Source: an optimization exercise on an open RTL-to-GDS flow (aim: a short achievable clock period and few clock cycles). Production flows keep margins and buffers that such runs may drop. In this exercise RTL edits were held to simulation tests only and were not proved equivalent to the original. Power and IR drop assume default switching activity.

==> flow/design.v <==
`default_nettype none
package axi_pkg;
	typedef logic [4-1:0] axi_id_t;
	typedef logic [3:0] axi_len_t;
	typedef logic [26-1:0] axi_addr_t;
	typedef logic [32-1:0] axi_data_t;
	localparam axi_id_t DCACHE_ID = axi_id_t'(1);
endpackage
`default_nettype wire
`default_nettype none
package cache_pkg;
	localparam int BYTE_BITS   = $clog2(32 / 8);
	localparam int OFFSET_BITS = $clog2(4);
	localparam int INDEX_BITS  = $clog2(16);
	localparam int INDEX_LSB   = BYTE_BITS + OFFSET_BITS;
	localparam int TAG_LSB     = INDEX_LSB + INDEX_BITS;
	localparam int TAG_BITS    = 26 - TAG_LSB;
	typedef enum logic {READ, WRITE} mem_action_t;
	typedef logic [TAG_BITS-1:0]    cache_tag_t;
	typedef logic [INDEX_BITS-1:0]  cache_index_t;
	typedef logic [OFFSET_BITS-1:0] cache_offset_t;
	typedef enum logic [1:0] {STATE_IDLE, STATE_REQUEST, STATE_REFILL, STATE_WRITE} line_state_t;
endpackage
`default_nettype wire
`timescale 1ns/1ps
`default_nettype none
module i_cache (
	input  logic               clk,
	input  logic               i_arst_n,
	input  logic               i_if_req,
	input  axi_pkg::axi_addr_t i_if_addr,
	output logic               o_if_valid,
	output axi_pkg::axi_data_t o_if_data,
	output logic               o_fill_req,
	output logic               o_fill_may,
	output axi_pkg::axi_addr_t o_fill_addr,
	input  logic               i_fill_go,
	input  logic               i_rvalid,
	input  logic               i_head,
	input  logic               i_last,
	input  axi_pkg::axi_data_t i_rdata
);
	localparam int L  = 16;
	localparam int W  = 4;
	localparam int LA = 26 - cache_pkg::INDEX_LSB;
	typedef logic [LA-1:0] line_t;
	logic [L-1:0]               lv_q;
	logic [L-1:0][W-1:0]        wv_q;
	cache_pkg::cache_tag_t      tag_q  [L];
	axi_pkg::axi_data_t         data_q [L][W];
	logic [1:0]                 fq_v_q;
	cache_pkg::cache_index_t    fq_idx_q [2];
	cache_pkg::cache_offset_t   beat_q;
	logic                       pop;
	logic                       run_q;
	line_t                      lb_line_q;
	logic                       lb_p_q;
	logic [W-1:0]               lb_wv_q;
	axi_pkg::axi_data_t         lb_data_q [W];
	line_t                      req_line;
	cache_pkg::cache_tag_t      req_tag;
	cache_pkg::cache_index_t    req_idx;
	cache_pkg::cache_offset_t   req_off;
	cache_pkg::cache_index_t    lb_idx;
	logic                       lb_hit;
	logic                       lb_fill;
	logic [W-1:0]               fwd_w;
	logic [W-1:0]               fwd_pos;
	logic                       fwd_any;
	logic                       i_beat;
	logic [W-1:0]               word_ok;
	logic                       fill_ok;
	logic                       present;
	logic                       reload;
	logic                       advance;
	line_t                      sq_line;
	cache_pkg::cache_index_t    sq_idx;
	logic                       sq_p;
	line_t                      nl_line;
	logic                       nl_p;
	logic [W-1:0]               nl_wv;
	axi_pkg::axi_data_t         nl_data [W];
	assign req_line = i_if_addr[26-1:cache_pkg::INDEX_LSB];
	assign req_tag  = i_if_addr[26-1:cache_pkg::TAG_LSB];
	assign req_idx  = i_if_addr[cache_pkg::TAG_LSB-1:cache_pkg::INDEX_LSB];
	assign req_off  = i_if_addr[cache_pkg::INDEX_LSB-1:cache_pkg::BYTE_BITS];
	assign lb_idx   = lb_line_q[cache_pkg::INDEX_BITS-1:0];
	assign lb_hit  = (req_line == lb_line_q);
	assign lb_fill = lb_p_q && fq_v_q[0] && (fq_idx_q[0] == lb_idx);
	always_comb
		for (int w = 0; w < W; w++)
			fwd_pos[w] = i_head && lb_fill && (beat_q == cache_pkg::cache_offset_t'(w)) && !lb_wv_q[w];
	assign i_beat  = i_rvalid && i_head;
	assign fwd_w   = fwd_pos & {W{i_rvalid}};
	assign fwd_any = |fwd_pos;
	assign word_ok = lb_wv_q | fwd_w;
	assign o_if_valid = i_if_req && lb_hit && lb_p_q && word_ok[req_off];
	assign o_if_data  = (i_rvalid && fwd_any && (req_off == beat_q)) ? i_rdata : lb_data_q[req_off];
	assign fill_ok     = run_q && !lb_p_q && !fq_v_q[1] && !(fq_v_q[0] && (fq_idx_q[0] == lb_idx));
	assign o_fill_may  = i_if_req && fill_ok;
	assign o_fill_req  = o_fill_may && lb_hit;
	assign o_fill_addr = {lb_line_q, cache_pkg::INDEX_LSB'(0)};
	assign pop         = i_beat && i_last && fq_v_q[0];
	assign present = lv_q[req_idx] && (tag_q[req_idx] == req_tag);
	assign reload  = i_if_req && !lb_hit;
	assign advance = o_if_valid && (req_off == cache_pkg::cache_offset_t'(W - 1));
	assign sq_line = lb_line_q + 1'b1;
	assign sq_idx  = sq_line[cache_pkg::INDEX_BITS-1:0];
	assign sq_p    = lv_q[sq_idx] && (tag_q[sq_idx] == sq_line[LA-1:cache_pkg::INDEX_BITS]);
	always_comb
	begin
		if (reload)
		begin
			nl_line = req_line;
			nl_p    = present;
			nl_wv   = wv_q[req_idx];
			for (int w = 0; w < W; w++)
				nl_data[w] = data_q[req_idx][w];
		end
		else if (advance)
		begin
			nl_line = sq_line;
			nl_p    = sq_p;
			nl_wv   = wv_q[sq_idx];
			for (int w = 0; w < W; w++)
				nl_data[w] = data_q[sq_idx][w];
		end
		else
		begin
			nl_line = lb_line_q;
			nl_p    = lb_p_q;
			nl_wv   = lb_wv_q;
			for (int w = 0; w < W; w++)
				nl_data[w] = lb_data_q[w];
		end
		if (i_fill_go)
		begin
			nl_p  = 1'b1;
			nl_wv = '0;
		end
		if (i_beat && fq_v_q[0] && nl_p && (nl_line[cache_pkg::INDEX_BITS-1:0] == fq_idx_q[0])
			&& !nl_wv[beat_q])
		begin
			nl_wv[beat_q]   = 1'b1;
			nl_data[beat_q] = i_rdata;
		end
	end
	always_ff @(posedge clk or negedge i_arst_n)
	begin
		if (!i_arst_n)
		begin
			run_q  <= 1'b0;
			lv_q   <= '0;
			fq_v_q <= '0;
			beat_q <= '0;
			lb_p_q <= 1'b0;
		end
		else
		begin
			run_q  <= 1'b1;
			lb_p_q <= nl_p;
			if (i_fill_go)
				lv_q[lb_idx] <= 1'b1;
			if (i_beat && fq_v_q[0])
				beat_q <= beat_q + 1'b1;
			if (pop)
				fq_v_q <= {1'b0, fq_v_q[1] || i_fill_go};
			else if (i_fill_go)
				fq_v_q <= {fq_v_q[0], 1'b1};
		end
	end
	always_ff @(posedge clk)
	begin
		lb_line_q <= nl_line;
		lb_wv_q   <= nl_wv;
		for (int w = 0; w < W; w++)
			lb_data_q[w] <= nl_data[w];
		if (i_fill_go)
		begin
			tag_q[lb_idx] <= lb_line_q[LA-1:cache_pkg::INDEX_BITS];
			wv_q[lb_idx]  <= '0;
		end
		if (pop)
		begin
			fq_idx_q[0] <= fq_v_q[1] ? fq_idx_q[1] : lb_idx;
			fq_idx_q[1] <= lb_idx;
		end
		else if (i_fill_go)
		begin
			if (fq_v_q[0])
				fq_idx_q[1] <= lb_idx;
			else
				fq_idx_q[0] <= lb_idx;
		end
		if (i_beat && fq_v_q[0])
		begin
			data_q[fq_idx_q[0]][beat_q] <= i_rdata;
			wv_q[fq_idx_q[0]][beat_q]   <= 1'b1;
		end
	end
endmodule
`default_nettype wire
`timescale 1ns/1ps
`default_nettype none
module d_cache (
	input  logic                   clk,
	input  logic                   i_arst_n,
	input  logic                   i_dc_req,
	input  cache_pkg::mem_action_t i_dc_action,
	input  axi_pkg::axi_addr_t     i_dc_addr,
	input  axi_pkg::axi_data_t     i_dc_wdata,
	output logic                   o_dc_done,
	output axi_pkg::axi_data_t     o_dc_rdata,
	output logic                   o_fill_req,
	output logic                   o_fill_may,
	output axi_pkg::axi_addr_t     o_fill_addr,
	input  logic                   i_fill_go,
	input  logic                   i_rvalid,
	input  logic                   i_head,
	input  logic                   i_last,
	input  axi_pkg::axi_data_t     i_rdata,
	output logic                   o_awvalid,
	output axi_pkg::axi_addr_t     o_awaddr,
	input  logic                   i_awready,
	output logic                   o_wvalid,
	output axi_pkg::axi_data_t     o_wdata,
	input  logic                   i_wready
);
	localparam int L  = 16;
	localparam int W  = 4;
	localparam int LA = 26 - cache_pkg::INDEX_LSB;
	localparam int WB = 2;
	localparam int WP = $clog2(WB);
	typedef logic [LA-1:0] line_t;
	logic [L-1:0]               lv_q;
	logic [L-1:0][W-1:0]        wv_q;
	cache_pkg::cache_tag_t      tag_q  [L];
	axi_pkg::axi_data_t         data_q [L][W];
	logic [1:0]                 fq_v_q;
	cache_pkg::cache_index_t    fq_idx_q [2];
	cache_pkg::cache_offset_t   beat_q;
	logic                       pop;
	logic                       run_q;
	line_t                      lb_line_q;
	logic                       lb_p_q;
	logic [W-1:0]               lb_wv_q;
	axi_pkg::axi_data_t         lb_data_q [W];
	axi_pkg::axi_addr_t         wb_addr_q [WB];
	axi_pkg::axi_data_t         wb_data_q [WB];
	logic [WP:0]                wb_in_q;
	logic [WP:0]                wb_aw_q;
	logic [WP:0]                wb_w_q;
	logic [WP:0]                aw_cnt;
	logic [WP:0]                w_cnt;
	logic                       wb_full;
	logic                       wb_clear;
	line_t                      req_line;
	cache_pkg::cache_tag_t      req_tag;
	cache_pkg::cache_index_t    req_idx;
	cache_pkg::cache_offset_t   req_off;
	cache_pkg::cache_index_t    lb_idx;
	logic                       is_store;
	logic                       lb_hit;
	logic                       lb_fill;
	logic [W-1:0]               fwd_w;
	logic [W-1:0]               fwd_pos;
	logic                       fwd_any;
	logic                       i_beat;
	logic [W-1:0]               word_ok;
	logic                       fill_ok;
	logic                       load_done;
	logic                       store_done;
	logic                       present;
	logic                       reload;
	line_t                      nl_line;
	logic                       nl_p;
	logic [W-1:0]               nl_wv;
	axi_pkg::axi_data_t         nl_data [W];
	assign req_line = i_dc_addr[26-1:cache_pkg::INDEX_LSB];
	assign req_tag  = i_dc_addr[26-1:cache_pkg::TAG_LSB];
	assign req_idx  = i_dc_addr[cache_pkg::TAG_LSB-1:cache_pkg::INDEX_LSB];
	assign req_off  = i_dc_addr[cache_pkg::INDEX_LSB-1:cache_pkg::BYTE_BITS];
	assign lb_idx   = lb_line_q[cache_pkg::INDEX_BITS-1:0];
	assign is_store = (i_dc_action == cache_pkg::WRITE);
	assign lb_hit  = (req_line == lb_line_q);
	assign lb_fill = lb_p_q && fq_v_q[0] && (fq_idx_q[0] == lb_idx);
	always_comb
		for (int w = 0; w < W; w++)
			fwd_pos[w] = i_head && lb_fill && (beat_q == cache_pkg::cache_offset_t'(w)) && !lb_wv_q[w];
	assign i_beat  = i_rvalid && i_head;
	assign fwd_w   = fwd_pos & {W{i_rvalid}};
	assign fwd_any = |fwd_pos;
	assign word_ok = lb_wv_q | fwd_w;
	assign load_done  = i_dc_req && !is_store && lb_hit && lb_p_q && word_ok[req_off];
	assign store_done = run_q && i_dc_req && is_store && !wb_full;
	assign o_dc_done  = load_done || store_done;
	assign o_dc_rdata = (i_rvalid && fwd_any && (req_off == beat_q)) ? i_rdata : lb_data_q[req_off];
	assign aw_cnt   = wb_in_q - wb_aw_q;
	assign w_cnt    = wb_in_q - wb_w_q;
	assign wb_full  = (aw_cnt == (WP+1)'(WB)) || (w_cnt == (WP+1)'(WB));
	assign wb_clear = ((aw_cnt == '0) || ((aw_cnt == (WP+1)'(1)) && i_awready))
		&& ((w_cnt == '0) || ((w_cnt == (WP+1)'(1)) && i_wready));
	assign fill_ok     = run_q && !lb_p_q && !fq_v_q[1] && !(fq_v_q[0] && (fq_idx_q[0] == lb_idx))
		&& wb_clear;
	assign o_fill_may  = i_dc_req && !is_store && fill_ok;
	assign o_fill_req  = o_fill_may && lb_hit;
	assign o_fill_addr = {lb_line_q, cache_pkg::INDEX_LSB'(0)};
	assign pop         = i_beat && i_last && fq_v_q[0];
	assign o_awvalid = (aw_cnt != '0);
	assign o_awaddr  = wb_addr_q[wb_aw_q[WP-1:0]];
	assign o_wvalid  = (w_cnt != '0);
	assign o_wdata   = wb_data_q[wb_w_q[WP-1:0]];
	assign present = lv_q[req_idx] && (tag_q[req_idx] == req_tag);
	assign reload  = i_dc_req && !is_store && !lb_hit;
	always_comb
	begin
		if (reload)
		begin
			nl_line = req_line;
			nl_p    = present;
			nl_wv   = wv_q[req_idx];
			for (int w = 0; w < W; w++)
				nl_data[w] = data_q[req_idx][w];
		end
		else
		begin
			nl_line = lb_line_q;
			nl_p    = lb_p_q;
			nl_wv   = lb_wv_q;
			for (int w = 0; w < W; w++)
				nl_data[w] = lb_data_q[w];
		end
		if (i_fill_go)
		begin
			nl_p  = 1'b1;
			nl_wv = '0;
		end
		if (i_beat && fq_v_q[0] && nl_p && (nl_line[cache_pkg::INDEX_BITS-1:0] == fq_idx_q[0])
			&& !nl_wv[beat_q])
		begin
			nl_wv[beat_q]   = 1'b1;
			nl_data[beat_q] = i_rdata;
		end
		if (store_done && lb_hit && lb_p_q)
		begin
			nl_wv[req_off]   = 1'b1;
			nl_data[req_off] = i_dc_wdata;
		end
	end
	always_ff @(posedge clk or negedge i_arst_n)
	begin
		if (!i_arst_n)
		begin
			run_q   <= 1'b0;
			lv_q    <= '0;
			fq_v_q  <= '0;
			beat_q  <= '0;
			lb_p_q  <= 1'b0;
			wb_in_q <= '0;
			wb_aw_q <= '0;
			wb_w_q  <= '0;
		end
		else
		begin
			run_q  <= 1'b1;
			lb_p_q <= nl_p;
			if (i_fill_go)
				lv_q[lb_idx] <= 1'b1;
			if (i_beat && fq_v_q[0])
				beat_q <= beat_q + 1'b1;
			if (pop)
				fq_v_q <= {1'b0, fq_v_q[1] || i_fill_go};
			else if (i_fill_go)
				fq_v_q <= {fq_v_q[0], 1'b1};
			if (store_done)
				wb_in_q <= wb_in_q + 1'b1;
			if (o_awvalid && i_awready)
				wb_aw_q <= wb_aw_q + 1'b1;
			if (o_wvalid && i_wready)
				wb_w_q <= wb_w_q + 1'b1;
		end
	end
	always_ff @(posedge clk)
	begin
		lb_line_q <= nl_line;
		lb_wv_q   <= nl_wv;
		for (int w = 0; w < W; w++)
			lb_data_q[w] <= nl_data[w];
		if (i_fill_go)
		begin
			tag_q[lb_idx] <= lb_line_q[LA-1:cache_pkg::INDEX_BITS];
			wv_q[lb_idx]  <= '0;
		end
		if (pop)
		begin
			fq_idx_q[0] <= fq_v_q[1] ? fq_idx_q[1] : lb_idx;
			fq_idx_q[1] <= lb_idx;
		end
		else if (i_fill_go)
		begin
			if (fq_v_q[0])
				fq_idx_q[1] <= lb_idx;
			else
				fq_idx_q[0] <= lb_idx;
		end
		if (i_beat && fq_v_q[0] && !wv_q[fq_idx_q[0]][beat_q])
		begin
			data_q[fq_idx_q[0]][beat_q] <= i_rdata;
			wv_q[fq_idx_q[0]][beat_q]   <= 1'b1;
		end
		if (store_done && present)
		begin
			data_q[req_idx][req_off] <= i_dc_wdata;
			wv_q[req_idx][req_off]   <= 1'b1;
		end
		if (store_done)
		begin
			wb_addr_q[wb_in_q[WP-1:0]] <= i_dc_addr;
			wb_data_q[wb_in_q[WP-1:0]] <= i_dc_wdata;
		end
	end
endmodule
`default_nettype wire
`timescale 1ns/1ps
`default_nettype none
module memory_arbiter (
	input  logic               clk,
	input  logic               i_arst_n,
	input  logic               i_i_req,
	input  logic               i_i_may,
	input  axi_pkg::axi_addr_t i_i_addr,
	output logic               o_i_go,
	output logic               o_i_head,
	output logic               o_i_last,
	input  logic               i_d_req,
	input  axi_pkg::axi_addr_t i_d_addr,
	output logic               o_d_go,
	output logic               o_d_head,
	output logic               o_d_last,
	input  logic               i_m_awvalid,
	input  axi_pkg::axi_addr_t i_m_awaddr,
	input  logic               i_m_wvalid,
	input  axi_pkg::axi_data_t i_m_wdata,
	output logic               o_arvalid,
	output axi_pkg::axi_id_t   o_arid,
	output axi_pkg::axi_len_t  o_arlen,
	output axi_pkg::axi_addr_t o_araddr,
	input  logic               i_arready,
	output logic               o_rready,
	input  logic               i_rvalid,
	input  logic               i_rlast,
	input  axi_pkg::axi_id_t   i_rid,
	output logic               o_awvalid,
	output axi_pkg::axi_id_t   o_awid,
	output axi_pkg::axi_addr_t o_awaddr,
	output logic               o_wvalid,
	output logic               o_wlast,
	output axi_pkg::axi_data_t o_wdata,
	output logic               o_bready
);
	logic               hold_q;
	logic               hold_d_q;
	axi_pkg::axi_addr_t hold_addr_q;
	logic               sel_d;
	localparam int NB = 4;
	logic [NB-1:0]      ord_q;
	logic [1:0]         ord_wp_q;
	logic [1:0]         ord_rp_q;
	logic [2:0]         ord_n_q;
	logic               ar_done;
	logic               r_done;
	assign sel_d     = hold_q ? hold_d_q : !i_i_may;
	assign o_arvalid = hold_q || (i_i_may ? i_i_req : i_d_req);
	assign o_araddr  = hold_q ? hold_addr_q : (i_i_may ? i_i_addr : i_d_addr);
	assign o_arid    = axi_pkg::axi_id_t'(sel_d);
	assign o_arlen   = axi_pkg::axi_len_t'(4 - 1);
	assign o_rready  = 1'b1;
	assign o_i_go   = o_arvalid && i_arready && !sel_d;
	assign o_d_go   = o_arvalid && i_arready && sel_d;
	assign o_i_head = (ord_n_q != '0) && !ord_q[ord_rp_q];
	assign o_d_head = (ord_n_q != '0) && ord_q[ord_rp_q];
	assign o_i_last = i_rlast;
	assign o_d_last = i_rlast;
	assign ar_done = o_arvalid && i_arready;
	assign r_done  = i_rvalid && i_rlast && (ord_n_q != '0);
	always_ff @(posedge clk or negedge i_arst_n)
	begin
		if (!i_arst_n)
		begin
			hold_q   <= 1'b0;
			ord_wp_q <= '0;
			ord_rp_q <= '0;
			ord_n_q  <= '0;
		end
		else
		begin
			hold_q <= o_arvalid && !i_arready;
			if (ar_done)
				ord_wp_q <= ord_wp_q + 1'b1;
			if (r_done)
				ord_rp_q <= ord_rp_q + 1'b1;
			if (ar_done && !r_done)
				ord_n_q <= ord_n_q + 1'b1;
			else if (r_done && !ar_done)
				ord_n_q <= ord_n_q - 1'b1;
		end
	end
	always_ff @(posedge clk)
	begin
		if (!hold_q)
		begin
			hold_d_q    <= sel_d;
			hold_addr_q <= o_araddr;
		end
		if (ar_done)
			ord_q[ord_wp_q] <= sel_d;
	end
	assign o_awvalid = i_m_awvalid;
	assign o_awid    = axi_pkg::DCACHE_ID;
	assign o_awaddr  = i_m_awaddr;
	assign o_wvalid  = i_m_wvalid;
	assign o_wlast   = 1'b1;
	assign o_wdata   = i_m_wdata;
	assign o_bready  = 1'b1;
endmodule
`default_nettype wire
`timescale 1ns/1ps
`default_nettype none
module mem_subsys_top (
	input  logic                   clk,
	input  logic                   i_arst_n,
	input  logic                   i_if_req,
	input  axi_pkg::axi_addr_t     i_if_addr,
	output logic                   o_if_valid,
	output axi_pkg::axi_data_t     o_if_data,
	input  logic                   i_dc_req,
	input  cache_pkg::mem_action_t i_dc_action,
	input  axi_pkg::axi_addr_t     i_dc_addr,
	input  axi_pkg::axi_data_t     i_dc_wdata,
	output logic                   o_dc_done,
	output axi_pkg::axi_data_t     o_dc_rdata,
	output logic                   o_arvalid,
	output axi_pkg::axi_id_t       o_arid,
	output axi_pkg::axi_len_t      o_arlen,
	output axi_pkg::axi_addr_t     o_araddr,
	input  logic                   i_arready,
	output logic                   o_rready,
	input  logic                   i_rvalid,
	input  logic                   i_rlast,
	input  axi_pkg::axi_id_t       i_rid,
	input  axi_pkg::axi_data_t     i_rdata,
	output logic                   o_awvalid,
	output axi_pkg::axi_id_t       o_awid,
	output axi_pkg::axi_addr_t     o_awaddr,
	input  logic                   i_awready,
	output logic                   o_wvalid,
	output logic                   o_wlast,
	output axi_pkg::axi_data_t     o_wdata,
	input  logic                   i_wready,
	output logic                   o_bready,
	input  logic                   i_bvalid
);
	logic               i_fill_req;
	logic               i_fill_may;
	logic               d_fill_may;
	axi_pkg::axi_addr_t i_fill_addr;
	logic               i_fill_go;
	logic               i_head;
	logic               i_last;
	logic               d_fill_req;
	axi_pkg::axi_addr_t d_fill_addr;
	logic               d_fill_go;
	logic               d_head;
	logic               d_last;
	logic               dc_awvalid;
	logic               dc_wvalid;
	axi_pkg::axi_addr_t dc_awaddr;
	axi_pkg::axi_data_t dc_wdata;
	i_cache u_i_cache (
		.clk         (clk),
		.i_arst_n    (i_arst_n),
		.i_if_req    (i_if_req),
		.i_if_addr   (i_if_addr),
		.o_if_valid  (o_if_valid),
		.o_if_data   (o_if_data),
		.o_fill_req  (i_fill_req),
		.o_fill_may  (i_fill_may),
		.o_fill_addr (i_fill_addr),
		.i_fill_go   (i_fill_go),
		.i_rvalid    (i_rvalid),
		.i_head      (i_head),
		.i_last      (i_last),
		.i_rdata     (i_rdata)
	);
	d_cache u_d_cache (
		.clk         (clk),
		.i_arst_n    (i_arst_n),
		.i_dc_req    (i_dc_req),
		.i_dc_action (i_dc_action),
		.i_dc_addr   (i_dc_addr),
		.i_dc_wdata  (i_dc_wdata),
		.o_dc_done   (o_dc_done),
		.o_dc_rdata  (o_dc_rdata),
		.o_fill_req  (d_fill_req),
		.o_fill_may  (d_fill_may),
		.o_fill_addr (d_fill_addr),
		.i_fill_go   (d_fill_go),
		.i_rvalid    (i_rvalid),
		.i_head      (d_head),
		.i_last      (d_last),
		.i_rdata     (i_rdata),
		.o_awvalid   (dc_awvalid),
		.o_awaddr    (dc_awaddr),
		.i_awready   (i_awready),
		.o_wvalid    (dc_wvalid),
		.o_wdata     (dc_wdata),
		.i_wready    (i_wready)
	);
	memory_arbiter u_memory_arbiter (
		.clk         (clk),
		.i_arst_n    (i_arst_n),
		.i_i_req     (i_fill_req),
		.i_i_may     (i_fill_may),
		.i_i_addr    (i_fill_addr),
		.o_i_go      (i_fill_go),
		.o_i_head    (i_head),
		.o_i_last    (i_last),
		.i_d_req     (d_fill_req),
		.i_d_addr    (d_fill_addr),
		.o_d_go      (d_fill_go),
		.o_d_head    (d_head),
		.o_d_last    (d_last),
		.i_m_awvalid (dc_awvalid),
		.i_m_awaddr  (dc_awaddr),
		.i_m_wvalid  (dc_wvalid),
		.i_m_wdata   (dc_wdata),
		.o_arvalid   (o_arvalid),
		.o_arid      (o_arid),
		.o_arlen     (o_arlen),
		.o_araddr    (o_araddr),
		.i_arready   (i_arready),
		.o_rready    (o_rready),
		.i_rvalid    (i_rvalid),
		.i_rlast     (i_rlast),
		.i_rid       (i_rid),
		.o_awvalid   (o_awvalid),
		.o_awid      (o_awid),
		.o_awaddr    (o_awaddr),
		.o_wvalid    (o_wvalid),
		.o_wlast     (o_wlast),
		.o_wdata     (o_wdata),
		.o_bready    (o_bready)
	);
endmodule
`default_nettype wire
==> flow/run.sh <==
#!/bin/bash
# synth_recipe.tcl (not shown) runs the flow's synth.tcl, then flattens the netlist and writes it again
# the make line also repeats each setting of config.mk as NAME=value (left out here)
make -C /OpenROAD-flow-scripts/flow DESIGN_CONFIG=/design/flow/config.mk WORK_HOME=/design/flow/orfs CLKGATE_MAP_FILE= SYNTH_SCRIPT=/design/flow/synth_recipe.tcl finish
==> flow/config.mk <==
export PLATFORM = sky130hd
export DESIGN_NAME = mem_subsys_top
export DESIGN_NICKNAME = mem_subsys_top
export VERILOG_FILES = /design/flow/design.v
export SDC_FILE = /design/flow/constraint.sdc
export NUM_CORES = 4
export LEC_CHECK = 0
export CAP_MARGIN = 20
export CORE_MARGIN = 2
export CORE_UTILIZATION = 45
export PLACE_DENSITY = 0.6
export SETUP_SLACK_MARGIN = 3
export SLEW_MARGIN = 20
==> flow/constraint.sdc <==
create_clock -name core_clock -period 8.0 [get_ports {clk}]
set_input_delay 1.6000 -clock core_clock [delete_from_list [all_inputs] [get_ports {clk}]]
set_output_delay 1.6000 -clock core_clock [all_outputs]
set_load 0.01 [all_outputs]
==> flow_summary.toml, run 1 <==
[run_status]
status = "no timing/DRC/antenna violations"

[route]
wl_per_cell_um = 37.1
wl_um = 862000
top_layer = "met5"
ant_nets = 0
num_vias = 154000
wl_met2_um = 402000
wl_met3_um = 82400
drc = 0
routed_via_density = 6.60
drt_first_pass_iters = 9
wl_met1_um = 337000
drt_iter0_markers = 21700

[setup_path]
required_ns = 6.40
cpMaxStageDelayCell = "a222oi_1"
crit_type = "input pin to output port"
end_kind = "output port"
arrival_ns = 3.96
critPathMaxStageDelay_ns = 0.85
crit_family = "compound AO/OA/AOI/OAI gates"
critPathMaxFanout = 14
worst-path-buf-inv = 5
cp_cell_sequence = "buf_2 -> buf_12 -> ha_4 -> buf_12 -> a222oi_1 -> nand2_1 -> o21ai_4 -> o21ai_4 -> buf_6 -> buf_6"
start_kind = "input pin"

[cts]
cts.path.max_buffers = 4
clockRootBuffer = "clkbuf_16"
tritoncts = "done"
clkSlewWorstSetupHoldPaths_ns = 0.06
clk_latency_ns = 1.13
cts_max_level = 6
cts_made_buffers = 591
ctsHoldBuffers = 0
clock_sinks = 5328

[timing]
period_share_pct = 69.5
period_minus_slack_ns = 5.56
setup_viol = 0
clock_skew_ns = 0.0646
grt_setup_unrepaired = "true"
tightestPinTransition_ns = 1.22
max_slew_margin_pct = 18.9
tns_ns = 0
hold_ws_ns = 0.458
hold_viol = 0
maxSlewViolCount = 0
max_clock_freq_mhz = 180

[pwr]
p_per_area_mw_per_mm2 = 224
p_comb_share_pct = 11.7
swShare_pct = 25.0
static-leakage-power_nw = 96.8
p_int_w = 0.0491
p_switching_w = 0.0163
seqPwrFrac_pct = 47.6
peakVddDrop_uv = 222
clkPwrFrac_pct = 40.7

[run]
max_cap_viol_count = 0

[floorplan]
die_h_um = 757
die_w_um = 757
die-area_sq_mm = 0.573
io_pins = 299
initial_utilization_pct = 45.2
core_sq_mm = 0.565
fp-row-count = 276

[synthesis]
synthArstFlopShare_pct = 1.07
synth_edf_count = 4871
syn_avg_cell_area_sq_um = 17.0
ys_types = 85
seq_area_frac_synth_pct = 61.0
syn_area_sq_mm = 0.255
synthCells = 15100
synth_flop_cell = "edfxtp_1"
synth_seq_cells = 5328
yosys_warnings = 9

[placement]
gp_congestion = 0.939
io_buffers = 277
dpl.hpwl_um = 502000
placedInstanceArea_sq_mm = 0.269

[grt]
antenna_found_initial = 82
grt_pass1_wl_um = 1190000
grt_max_degree = 178
grt_usage_pct = 29.4
overflow = 0
grt_pass1_vias = 150000

[final_layout]
final_common_cell = "edfxtp_1"
nets = 15400
drive_gt1_share_pct = 41.1
final_cell_mix = "edfxtp_1, mux2_2, mux4_2, mux2i_1, buf_4"
fin_area_sq_mm = 0.292
synthToLayoutAreaGrowth_pct = 14.3

[min_path]
worstHoldPathType = "flip-flop to flip-flop"
## cell families after synthesis
kind of cell	share of synthesized area [%]
flops	61.0
mux	29.7
compound gates	3.18
other cells	0.00294
fa+ha+maj	0.209
xor+xnor	0.609
buf+inv	2.45
simple gates	2.86
## cells in the mapped netlist (24+ instances only)
master       n  area, sq um
xnor2_1    127         1110
ha_1        41          513
nor2_1     648         2430
o22ai_1    398         2490
buf_2      113          566
dfxtp_1    400         8010
or3_1       33          206
and3_1      24          150
a222oi_1    33          330
xor2_1      41          359
dfrtp_1     57         1430
edfxtp_1  4871       146000
inv_1       48          180
a21oi_1    215         1080
nand4_1     38          238
mux4_2    1883        42400
a221oi_1    44          385
mux2_2    2323        26200
clkbuf_1  1046         3930
nor3_1      96          480
buf_1      324         1220
mux2i_1    713         7140
o21ai_0    433         2170
a22oi_1     79          593
nand2_1    631         2370
nand3_1     56          280
## registers in the layout (all words and copies together), names as in the netlist, 8 cells and up
signal / flops
u_memory_arbiter.hold_addr_q: 26
u_i_cache.fq_idx_q: 8
u_i_cache.lb_data_q: 128
u_i_cache.wv_q: 64
u_d_cache.data_q: 2048
u_d_cache.wv_q: 64
u_i_cache.tag_q: 288
u_d_cache.tag_q: 288
u_d_cache.lv_q: 16
u_d_cache.wb_data_q: 64
u_d_cache.lb_line_q: 22
u_d_cache.wb_addr_q: 52
u_i_cache.lb_line_q: 22
u_d_cache.lb_data_q: 128
u_i_cache.data_q: 2048
u_d_cache.fq_idx_q: 8
u_i_cache.lv_q: 16
## power by group through the flow
stage	clock, W	sequential, W	combinational (W)
2_1_floorplan	0	0.0314	0.00458
3_3_place_gp	0	0.0318	0.00718
3_5_place_dp	0	0.0318	0.00722
4_1_cts	0.0269	0.0311	0.00752
5_1_grt	0.0280	0.0311	0.00801
6_report	0.0266	0.0311	0.00764
## cell type report
type	instances	area [sq um]
fill	45900	273000
inverter	56	262
clock inverter	272	2520
tap	7506	9390
antenna	29	72.6
multi-input combinational	8169	96300
sequential	5328	156000
clock buffer	806	16200
timing repair buffer	1099	11300
## through the flow
stage | power (W) | util (%) | std cells | setup slack [ns]
5_1_grt | 0.0671 | 51.6 | 23200 | 2.54
6_report | 0.0654 | 51.6 | 23300 | 2.44
4_1_cts | 0.0656 | 51.4 | 23200 | 2.53
3_5_place_dp | 0.0390 | 47.7 | 22000 | 0.687
2_1_floorplan | 0.0360 | - | 15100 | 2.67
3_3_place_gp | 0.0389 | 47.6 | 22000 | 0.389
## repair_timing
item / CTS / global route
gates cloned: 14 / 6
endpoints found under the setup margin: 4257 / 2190
pin swaps: 53 / 46
buffers inserted: 118 / 57
gates resized for setup: 738 / 182
## layer usage
layer  track usage [%]  vias to the layer above
met5                 0                        -
met4              11.7                       22
met3              5.37                     1592
met2              46.5                     8424
met1              40.5                    82200
li1                  -                    61300
## path summary, 6_finish.rpt
kind / from / slack [ns] / cells after the start / to
setup / recovery: i_dc_addr[2] / 2.44 / 10 / o_dc_rdata[14]
hold / removal: u_d_cache.lv_q[9] / 0.46 / 1 / u_d_cache.lv_q[9]
setup reg to reg: u_i_cache.lb_line_q[1] / 3.09 / 13 / u_i_cache.lb_data_q[2][17]
hold reg to reg: u_d_cache.lv_q[9] / 0.46 / 1 / u_d_cache.lv_q[9]
max in group asynchronous: i_arst_n / 6.55 / 1 / u_d_cache.wb_aw_q[0]
min in group asynchronous: i_arst_n / 0.66 / 1 / u_memory_arbiter.ord_n_q[0]
Testbench counts, summed over its fixed seeds: cycles 34,997.
==> run 2: changes to the inputs <==
--- a/flow/design.v
+++ b/flow/design.v
@@ -38,4 +38,5 @@
 	input  logic               i_rvalid,
 	input  logic               i_head,
+	input  logic               i_head_n,
 	input  logic               i_last,
 	input  axi_pkg::axi_data_t i_rdata
@@ -66,7 +67,12 @@
 	logic                       lb_fill;
 	logic [W-1:0]               fwd_w;
-	logic [W-1:0]               fwd_pos;
-	logic                       fwd_any;
 	logic                       i_beat;
+	logic [W-1:0]               fwd_sel;
+	axi_pkg::axi_data_t         word [W];
+	logic [W-1:0]               fwd_q;
+	logic [W-1:0]               fwd_n;
+	logic [1:0]                 n_fq_v;
+	cache_pkg::cache_index_t    n_fq_idx0;
+	cache_pkg::cache_offset_t   n_beat;
 	logic [W-1:0]               word_ok;
 	logic                       fill_ok;
@@ -88,13 +94,13 @@
 	assign lb_hit  = (req_line == lb_line_q);
 	assign lb_fill = lb_p_q && fq_v_q[0] && (fq_idx_q[0] == lb_idx);
+	assign i_beat  = i_rvalid && i_head;
+	assign fwd_sel = fwd_q & {W{i_rvalid}};
+	assign fwd_w   = fwd_sel;
 	always_comb
 		for (int w = 0; w < W; w++)
-			fwd_pos[w] = i_head && lb_fill && (beat_q == cache_pkg::cache_offset_t'(w)) && !lb_wv_q[w];
-	assign i_beat  = i_rvalid && i_head;
-	assign fwd_w   = fwd_pos & {W{i_rvalid}};
-	assign fwd_any = |fwd_pos;
+			word[w] = fwd_sel[w] ? i_rdata : lb_data_q[w];
 	assign word_ok = lb_wv_q | fwd_w;
 	assign o_if_valid = i_if_req && lb_hit && lb_p_q && word_ok[req_off];
-	assign o_if_data  = (i_rvalid && fwd_any && (req_off == beat_q)) ? i_rdata : lb_data_q[req_off];
+	assign o_if_data  = word[req_off];
 	assign fill_ok     = run_q && !lb_p_q && !fq_v_q[1] && !(fq_v_q[0] && (fq_idx_q[0] == lb_idx));
 	assign o_fill_may  = i_if_req && fill_ok;
@@ -146,4 +152,25 @@
 		end
 	end
+	always_comb
+	begin
+		n_beat    = beat_q + cache_pkg::cache_offset_t'(i_beat && fq_v_q[0]);
+		n_fq_v    = fq_v_q;
+		n_fq_idx0 = fq_idx_q[0];
+		if (pop)
+		begin
+			n_fq_v    = {1'b0, fq_v_q[1] || i_fill_go};
+			n_fq_idx0 = fq_v_q[1] ? fq_idx_q[1] : lb_idx;
+		end
+		else if (i_fill_go)
+		begin
+			n_fq_v = {fq_v_q[0], 1'b1};
+			if (!fq_v_q[0])
+				n_fq_idx0 = lb_idx;
+		end
+		for (int w = 0; w < W; w++)
+			fwd_n[w] = i_head_n && nl_p && n_fq_v[0]
+				&& (n_fq_idx0 == nl_line[cache_pkg::INDEX_BITS-1:0])
+				&& (n_beat == cache_pkg::cache_offset_t'(w)) && !nl_wv[w];
+	end
 	always_ff @(posedge clk or negedge i_arst_n)
 	begin
@@ -155,4 +182,5 @@
 			beat_q <= '0;
 			lb_p_q <= 1'b0;
+			fwd_q  <= '0;
 		end
 		else
@@ -160,4 +188,5 @@
 			run_q  <= 1'b1;
 			lb_p_q <= nl_p;
+			fwd_q  <= fwd_n;
 			if (i_fill_go)
 				lv_q[lb_idx] <= 1'b1;
@@ -218,4 +247,5 @@
 	input  logic                   i_rvalid,
 	input  logic                   i_head,
+	input  logic                   i_head_n,
 	input  logic                   i_last,
 	input  axi_pkg::axi_data_t     i_rdata,
@@ -264,7 +294,12 @@
 	logic                       lb_fill;
 	logic [W-1:0]               fwd_w;
-	logic [W-1:0]               fwd_pos;
-	logic                       fwd_any;
 	logic                       i_beat;
+	logic [W-1:0]               fwd_sel;
+	axi_pkg::axi_data_t         word [W];
+	logic [W-1:0]               fwd_q;
+	logic [W-1:0]               fwd_n;
+	logic [1:0]                 n_fq_v;
+	cache_pkg::cache_index_t    n_fq_idx0;
+	cache_pkg::cache_offset_t   n_beat;
 	logic [W-1:0]               word_ok;
 	logic                       fill_ok;
@@ -285,15 +320,15 @@
 	assign lb_hit  = (req_line == lb_line_q);
 	assign lb_fill = lb_p_q && fq_v_q[0] && (fq_idx_q[0] == lb_idx);
+	assign i_beat  = i_rvalid && i_head;
+	assign fwd_sel = fwd_q & {W{i_rvalid}};
+	assign fwd_w   = fwd_sel;
 	always_comb
 		for (int w = 0; w < W; w++)
-			fwd_pos[w] = i_head && lb_fill && (beat_q == cache_pkg::cache_offset_t'(w)) && !lb_wv_q[w];
-	assign i_beat  = i_rvalid && i_head;
-	assign fwd_w   = fwd_pos & {W{i_rvalid}};
-	assign fwd_any = |fwd_pos;
+			word[w] = fwd_sel[w] ? i_rdata : lb_data_q[w];
 	assign word_ok = lb_wv_q | fwd_w;
 	assign load_done  = i_dc_req && !is_store && lb_hit && lb_p_q && word_ok[req_off];
 	assign store_done = run_q && i_dc_req && is_store && !wb_full;
 	assign o_dc_done  = load_done || store_done;
-	assign o_dc_rdata = (i_rvalid && fwd_any && (req_off == beat_q)) ? i_rdata : lb_data_q[req_off];
+	assign o_dc_rdata = word[req_off];
 	assign aw_cnt   = wb_in_q - wb_aw_q;
 	assign w_cnt    = wb_in_q - wb_w_q;
@@ -348,4 +383,25 @@
 		end
 	end
+	always_comb
+	begin
+		n_beat    = beat_q + cache_pkg::cache_offset_t'(i_beat && fq_v_q[0]);
+		n_fq_v    = fq_v_q;
+		n_fq_idx0 = fq_idx_q[0];
+		if (pop)
+		begin
+			n_fq_v    = {1'b0, fq_v_q[1] || i_fill_go};
+			n_fq_idx0 = fq_v_q[1] ? fq_idx_q[1] : lb_idx;
+		end
+		else if (i_fill_go)
+		begin
+			n_fq_v = {fq_v_q[0], 1'b1};
+			if (!fq_v_q[0])
+				n_fq_idx0 = lb_idx;
+		end
+		for (int w = 0; w < W; w++)
+			fwd_n[w] = i_head_n && nl_p && n_fq_v[0]
+				&& (n_fq_idx0 == nl_line[cache_pkg::INDEX_BITS-1:0])
+				&& (n_beat == cache_pkg::cache_offset_t'(w)) && !nl_wv[w];
+	end
 	always_ff @(posedge clk or negedge i_arst_n)
 	begin
@@ -365,4 +421,5 @@
 			run_q  <= 1'b1;
 			lb_p_q <= nl_p;
+			fwd_q  <= fwd_n;
 			if (i_fill_go)
 				lv_q[lb_idx] <= 1'b1;
@@ -432,4 +489,5 @@
 	output logic               o_i_go,
 	output logic               o_i_head,
+	output logic               o_i_head_n,
 	output logic               o_i_last,
 	input  logic               i_d_req,
@@ -437,4 +495,5 @@
 	output logic               o_d_go,
 	output logic               o_d_head,
+	output logic               o_d_head_n,
 	output logic               o_d_last,
 	input  logic               i_m_awvalid,
@@ -470,4 +529,9 @@
 	logic               ar_done;
 	logic               r_done;
+	logic [NB-1:0]      n_ord;
+	logic [1:0]         n_rp;
+	logic [2:0]         n_n;
+	logic               head_i_q;
+	logic               head_d_q;
 	assign sel_d     = hold_q ? hold_d_q : !i_i_may;
 	assign o_arvalid = hold_q || (i_i_may ? i_i_req : i_d_req);
@@ -478,10 +542,20 @@
 	assign o_i_go   = o_arvalid && i_arready && !sel_d;
 	assign o_d_go   = o_arvalid && i_arready && sel_d;
-	assign o_i_head = (ord_n_q != '0) && !ord_q[ord_rp_q];
-	assign o_d_head = (ord_n_q != '0) && ord_q[ord_rp_q];
+	assign o_i_head = head_i_q;
+	assign o_d_head = head_d_q;
 	assign o_i_last = i_rlast;
 	assign o_d_last = i_rlast;
 	assign ar_done = o_arvalid && i_arready;
 	assign r_done  = i_rvalid && i_rlast && (ord_n_q != '0);
+	always_comb
+	begin
+		n_ord = ord_q;
+		if (ar_done)
+			n_ord[ord_wp_q] = sel_d;
+		n_rp = ord_rp_q + 2'(r_done);
+		n_n  = ord_n_q + 3'(ar_done) - 3'(r_done);
+	end
+	assign o_i_head_n = (n_n != '0) && !n_ord[n_rp];
+	assign o_d_head_n = (n_n != '0) && n_ord[n_rp];
 	always_ff @(posedge clk or negedge i_arst_n)
 	begin
@@ -492,8 +566,12 @@
 			ord_rp_q <= '0;
 			ord_n_q  <= '0;
+			head_i_q <= 1'b0;
+			head_d_q <= 1'b0;
 		end
 		else
 		begin
-			hold_q <= o_arvalid && !i_arready;
+			hold_q   <= o_arvalid && !i_arready;
+			head_i_q <= o_i_head_n;
+			head_d_q <= o_d_head_n;
 			if (ar_done)
 				ord_wp_q <= ord_wp_q + 1'b1;
@@ -567,4 +645,5 @@
 	logic               i_fill_go;
 	logic               i_head;
+	logic               i_head_n;
 	logic               i_last;
 	logic               d_fill_req;
@@ -572,4 +651,5 @@
 	logic               d_fill_go;
 	logic               d_head;
+	logic               d_head_n;
 	logic               d_last;
 	logic               dc_awvalid;
@@ -590,4 +670,5 @@
 		.i_rvalid    (i_rvalid),
 		.i_head      (i_head),
+		.i_head_n    (i_head_n),
 		.i_last      (i_last),
 		.i_rdata     (i_rdata)
@@ -608,4 +689,5 @@
 		.i_rvalid    (i_rvalid),
 		.i_head      (d_head),
+		.i_head_n    (d_head_n),
 		.i_last      (d_last),
 		.i_rdata     (i_rdata),
@@ -625,4 +707,5 @@
 		.o_i_go      (i_fill_go),
 		.o_i_head    (i_head),
+		.o_i_head_n  (i_head_n),
 		.o_i_last    (i_last),
 		.i_d_req     (d_fill_req),
@@ -630,4 +713,5 @@
 		.o_d_go      (d_fill_go),
 		.o_d_head    (d_head),
+		.o_d_head_n  (d_head_n),
 		.o_d_last    (d_last),
 		.i_m_awvalid (dc_awvalid),
==> flow/flow/run.sh (new file) <==
#!/bin/bash
# The standard layout, with one change to cell choice: the single-size a222oi cell is left out,
# and the resizer may change a cell's footprint when it sizes gates.
set -euo pipefail
bash standard.sh MATCH_CELL_FOOTPRINT=0 "DONT_USE_CELLS=sky130_fd_sc_hd__lpflow_bleeder_1 sky130_fd_sc_hd__lpflow_clkbufkapwr_1 sky130_fd_sc_hd__lpflow_clkbufkapwr_16 sky130_fd_sc_hd__lpflow_clkbufkapwr_2 sky130_fd_sc_hd__lpflow_clkbufkapwr_4 sky130_fd_sc_hd__lpflow_clkbufkapwr_8 sky130_fd_sc_hd__lpflow_clkinvkapwr_1 sky130_fd_sc_hd__lpflow_clkinvkapwr_16 sky130_fd_sc_hd__lpflow_clkinvkapwr_2 sky130_fd_sc_hd__lpflow_clkinvkapwr_4 sky130_fd_sc_hd__lpflow_clkinvkapwr_8 sky130_fd_sc_hd__lpflow_decapkapwr_12 sky130_fd_sc_hd__lpflow_decapkapwr_3 sky130_fd_sc_hd__lpflow_decapkapwr_4 sky130_fd_sc_hd__lpflow_decapkapwr_6 sky130_fd_sc_hd__lpflow_decapkapwr_8 sky130_fd_sc_hd__lpflow_inputiso0n_1 sky130_fd_sc_hd__lpflow_inputiso0p_1 sky130_fd_sc_hd__lpflow_inputiso1n_1 sky130_fd_sc_hd__lpflow_inputiso1p_1 sky130_fd_sc_hd__lpflow_inputisolatch_1 sky130_fd_sc_hd__lpflow_isobufsrc_1 sky130_fd_sc_hd__lpflow_isobufsrc_16 sky130_fd_sc_hd__lpflow_isobufsrc_2 sky130_fd_sc_hd__lpflow_isobufsrc_4 sky130_fd_sc_hd__lpflow_isobufsrc_8 sky130_fd_sc_hd__lpflow_isobufsrckapwr_16 sky130_fd_sc_hd__lpflow_lsbuf_lh_hl_isowell_tap_1 sky130_fd_sc_hd__lpflow_lsbuf_lh_hl_isowell_tap_2 sky130_fd_sc_hd__lpflow_lsbuf_lh_hl_isowell_tap_4 sky130_fd_sc_hd__lpflow_lsbuf_lh_isowell_4 sky130_fd_sc_hd__lpflow_lsbuf_lh_isowell_tap_1 sky130_fd_sc_hd__lpflow_lsbuf_lh_isowell_tap_2 sky130_fd_sc_hd__lpflow_lsbuf_lh_isowell_tap_4 sky130_fd_sc_hd__probe_p_8 sky130_fd_sc_hd__probec_p_8 sky130_fd_sc_hd__a222oi_1" finish > standard.log 2>&1
==> flow/standard.sh (new file) <==
#!/bin/bash
# synth_recipe.tcl (not shown) runs the flow's synth.tcl, then flattens the netlist and writes it again
# the make line also repeats each setting of config.mk as NAME=value (left out here)
make -C /OpenROAD-flow-scripts/flow DESIGN_CONFIG=/design/flow/config.mk WORK_HOME=/design/flow/orfs CLKGATE_MAP_FILE= SYNTH_SCRIPT=/design/flow/synth_recipe.tcl "${@:-finish}"
--- a/flow/config.mk
+++ b/flow/config.mk
@@ -12,2 +12,3 @@
 export SETUP_SLACK_MARGIN = 3
 export SLEW_MARGIN = 20
+export TNS_END_PERCENT = 5
removed: flow/run.sh
==> flow_summary.toml, run 2 <==
[synthesis]
synth_top_cell_by_area = "edfxtp_1"
yosys_warnings = 11
synth_area_leaders = "edfxtp_1, mux4_2, mux2_2, dfxtp_1, mux2i_1"
synth_seq_cells = 5338
syn_area_sq_mm = 0.260
seq_area_frac_synth_pct = 60.0
ys_types = 98
synthCells = 15600
synth_flop_cell = "edfxtp_1"
synth_edf_count = 4863
synthArstFlopShare_pct = 1.18
synth_most_common_cell = "edfxtp_1"
yosysTopAreaCellShare_pct = 56.2
syn_avg_cell_area_sq_um = 16.6
ys_top_cells_by_count = "edfxtp_1, mux2_2, mux4_2, clkbuf_1, nand2_1"

[run_status]
status = "no timing/DRC/antenna violations"

[timing]
period_minus_slack_ns = 5.45
period_share_pct = 68.2
max_slew_margin_pct = 11.8
maxSlewViolCount = 0
clock_skew_ns = 0.0374
tightestPinTransition_ns = 1.32
setup_viol = 0
max_clock_freq_mhz = 183
grt_setup_unrepaired = "true"
fin_ws_ns = 2.55
tns_ns = 0
hold_viol = 0

[run]
max_cap_viol_count = 0

[grt]
grt_pass1_wl_um = 1280000
grt_max_degree = 121
antenna_found_initial = 72
overflow = 0
grt_usage_pct = 31.0
grt_pass1_vias = 158000

[setup_path]
critPathMaxFanout = 7
end_kind = "output port"
start_kind = "input pin"
arrival_ns = 3.85
crit_type = "input pin to output port"
required_ns = 6.40

[floorplan]
fp-row-count = 279
initial_utilization_pct = 45.1
die-area_sq_mm = 0.583
die_w_um = 764
io_pins = 299
core_sq_mm = 0.576
die_h_um = 764

[cts]
tritoncts = "done"
clockRootBuffer = "clkbuf_16"
ctsHoldBuffers = 0
cts_max_level = 6
cts.path.max_buffers = 4
clock_sinks = 5338
clkSlewWorstSetupHoldPaths_ns = 0.05
cts_made_buffers = 580
clk_latency_ns = 1.13

[placement]
io_buffers = 277
post-place-ws_ns = 0.869
dpl.hpwl_um = 539000
gp_congestion = 0.902

[route]
drc = 0
num_vias = 162000
ant_nets = 0
wl_um = 926000
drt_iter0_markers = 23200
drt_first_pass_iters = 9
routed_via_density = 6.74
wl_per_cell_um = 38.6

[final_layout]
synthToLayoutAreaGrowth_pct = 15.1
drive_gt1_share_pct = 39.7
nets = 16100
final_common_cell = "edfxtp_1"
final_cell_mix = "edfxtp_1, mux2_2, mux4_2, nand2_1, buf_4"
fin_util_pct = 51.9
reg.largest.list = "u_d_cache.data_q: 2048 flops, u_i_cache.data_q: 2048 flops"

[min_path]
worstHoldPathType = "input pin to asynchronous set/reset pin"

[pwr]
p_per_area_mw_per_mm2 = 221
peakVddDrop_uv = 317
static-leakage-power_nw = 99.2
## run 2: cell count changes after synthesis, moves of 116 or more
| cell | change |
|---|---|
| a31oi_1 | +158 |
| buf_1 | -137 |
| buf_2 | +156 |
| mux2_1 | +201 |
| mux2_2 | -409 |
| mux2_4 | +237 |
| mux2i_1 | -208 |
| nand2_1 | +245 |
| nand3_1 | +116 |
| o21ai_0 | -204 |
## run 2: final timing paths
kind,slack [ns],end,depth (start not counted),from
worst max-delay path,2.55,o_if_data[11],13,i_rvalid
worst min-delay path,0.41,u_d_cache.wb_aw_q[0],1,i_arst_n
worst max register to register,2.79,u_i_cache.lb_data_q[0][19],16,u_i_cache.lb_line_q[10]
worst min register to register,0.45,u_d_cache.lv_q[2],1,u_d_cache.lv_q[2]
max in group asynchronous,6.42,u_i_cache.fwd_q[1],2,i_arst_n
min in group core_clock,0.45,u_d_cache.lv_q[2],1,u_d_cache.lv_q[2]
## run 2: power by group
part | leakage (nW) | total (W) | switching, W | internal, W
Clock | 8.90 | 0.0264 | 0.0115 | 0.0149
Combinational | 42.3 | 0.00855 | 0.00490 | 0.00365
Sequential | 48.0 | 0.0310 | 0.000311 | 0.0307
## run 2: kinds of logic (layout without fill, tap and decap cells)
family / after synthesis / in the layout / synth area share, %
DFF: 5338 / 5338 / 60.0
muxes: 4751 / 4751 / 28.9
and+or+nand+nor: 2261 / 2266 / 3.89
buffers and inverters: 1669 / 2366 / 2.76
AOI/OAI and AO/OA: 1419 / 1422 / 3.74
xor gates and xnor gates: 161 / 161 / 0.543
adders and majority gates: 42 / 42 / 0.208
other: 2 / 50 / 0.00289
## run 2: stage by stage
stage               cell area [sq um]  cells  hold WS [ns]  power [W]
floorplan                      260000  15700         0.403     0.0363
global placement               274000  22600         0.435     0.0394
detailed placement             274000  22600         0.442     0.0394
CTS                            298000  23900         0.365     0.0661
global route                   299000  24000         0.393     0.0676
finish                         299000  24000         0.407     0.0660
## run 2: critical path: stages
cell and delay (ns):
buf_16 0.16, nand2_4 0.08, nand2_4 0.06, buf_6 0.14
clkbuf_16 0.16, buf_4 0.15, o221ai_2 0.37, nor2_1 0.08
nor2_1 0.09, a21oi_1 0.07, a211oi_1 0.41, a31oi_2 0.19
dlymetal6s2s_1 0.27
## run 2: final cells by class
type / instances / area (sq um)
multi-input cells: 8657 / 101000
inverters: 76 / 317
fillers: 46500 / 277000
well taps: 7587 / 9490
diodes: 35 / 87.6
clock inverters: 250 / 2290
repair buffers: 1241 / 13600
flip-flops and latches: 5338 / 156000
clock buffers: 799 / 15900
## run 2: what timing repair did
| item | in CTS | in global routing |
|---|---|---|
| setup endpoints to repair | 5250 | 2245 |
| resized for setup | 971 | 21 |
| gates cloned | 38 | 1 |
| setup buffers | 207 | 14 |
| pin swaps | 154 | 6 |
## run 2: routing by layer
layer	wire length (um)	part of all wire (%)	up-vias	track usage [%]
met3	98000	11	1947	6.97
met4	52800	5.7	16	14.9
met1	349000	38	86000	41.4
met2	426000	46	9927	48.5
met5	656	0.071	-	0
li1	-	-	63700	-
Testbench counts of run 2, summed over its fixed seeds: cycles 34,997.

[afterwards: timing with drivers on the ports]
The results above use ideal ports. As a check the final layouts listed here were re-extracted and re-timed, cells and wires unchanged. Step 1 (the two cells are an assumption about what drives the block):
set clk [get_ports {clk}]
set_driving_cell -lib_cell sky130_fd_sc_hd__clkbuf_16 $clk
set_driving_cell -lib_cell sky130_fd_sc_hd__buf_2 [delete_from_list [all_inputs] $clk]
Step 2 moves the port delays by t, midway between the first and last clock arrival at a register: inputs arrive t later, outputs are due t later. That takes back most of the time a late clock gives input paths. Slacks: no drivers / after step 1 / after step 2; pairs: no drivers / after step 1.
run	shift t [ns]	setup WS [ns]	worst setup path after step 2	worst register clock-pin slew, ns	cell pins on the clock port's net
run 1	1.228	2.439 / 2.400 / 1.721	input to register	0.07 / 0.07	1
run 2	1.243	2.546 / 2.430 / 1.523	input to register	0.07 / 0.07	1
After both steps every run listed still meets setup and hold. The setup slack of run 2, which loses most, moves by -0.116 ns with the drivers and by -1.023 ns with both steps.
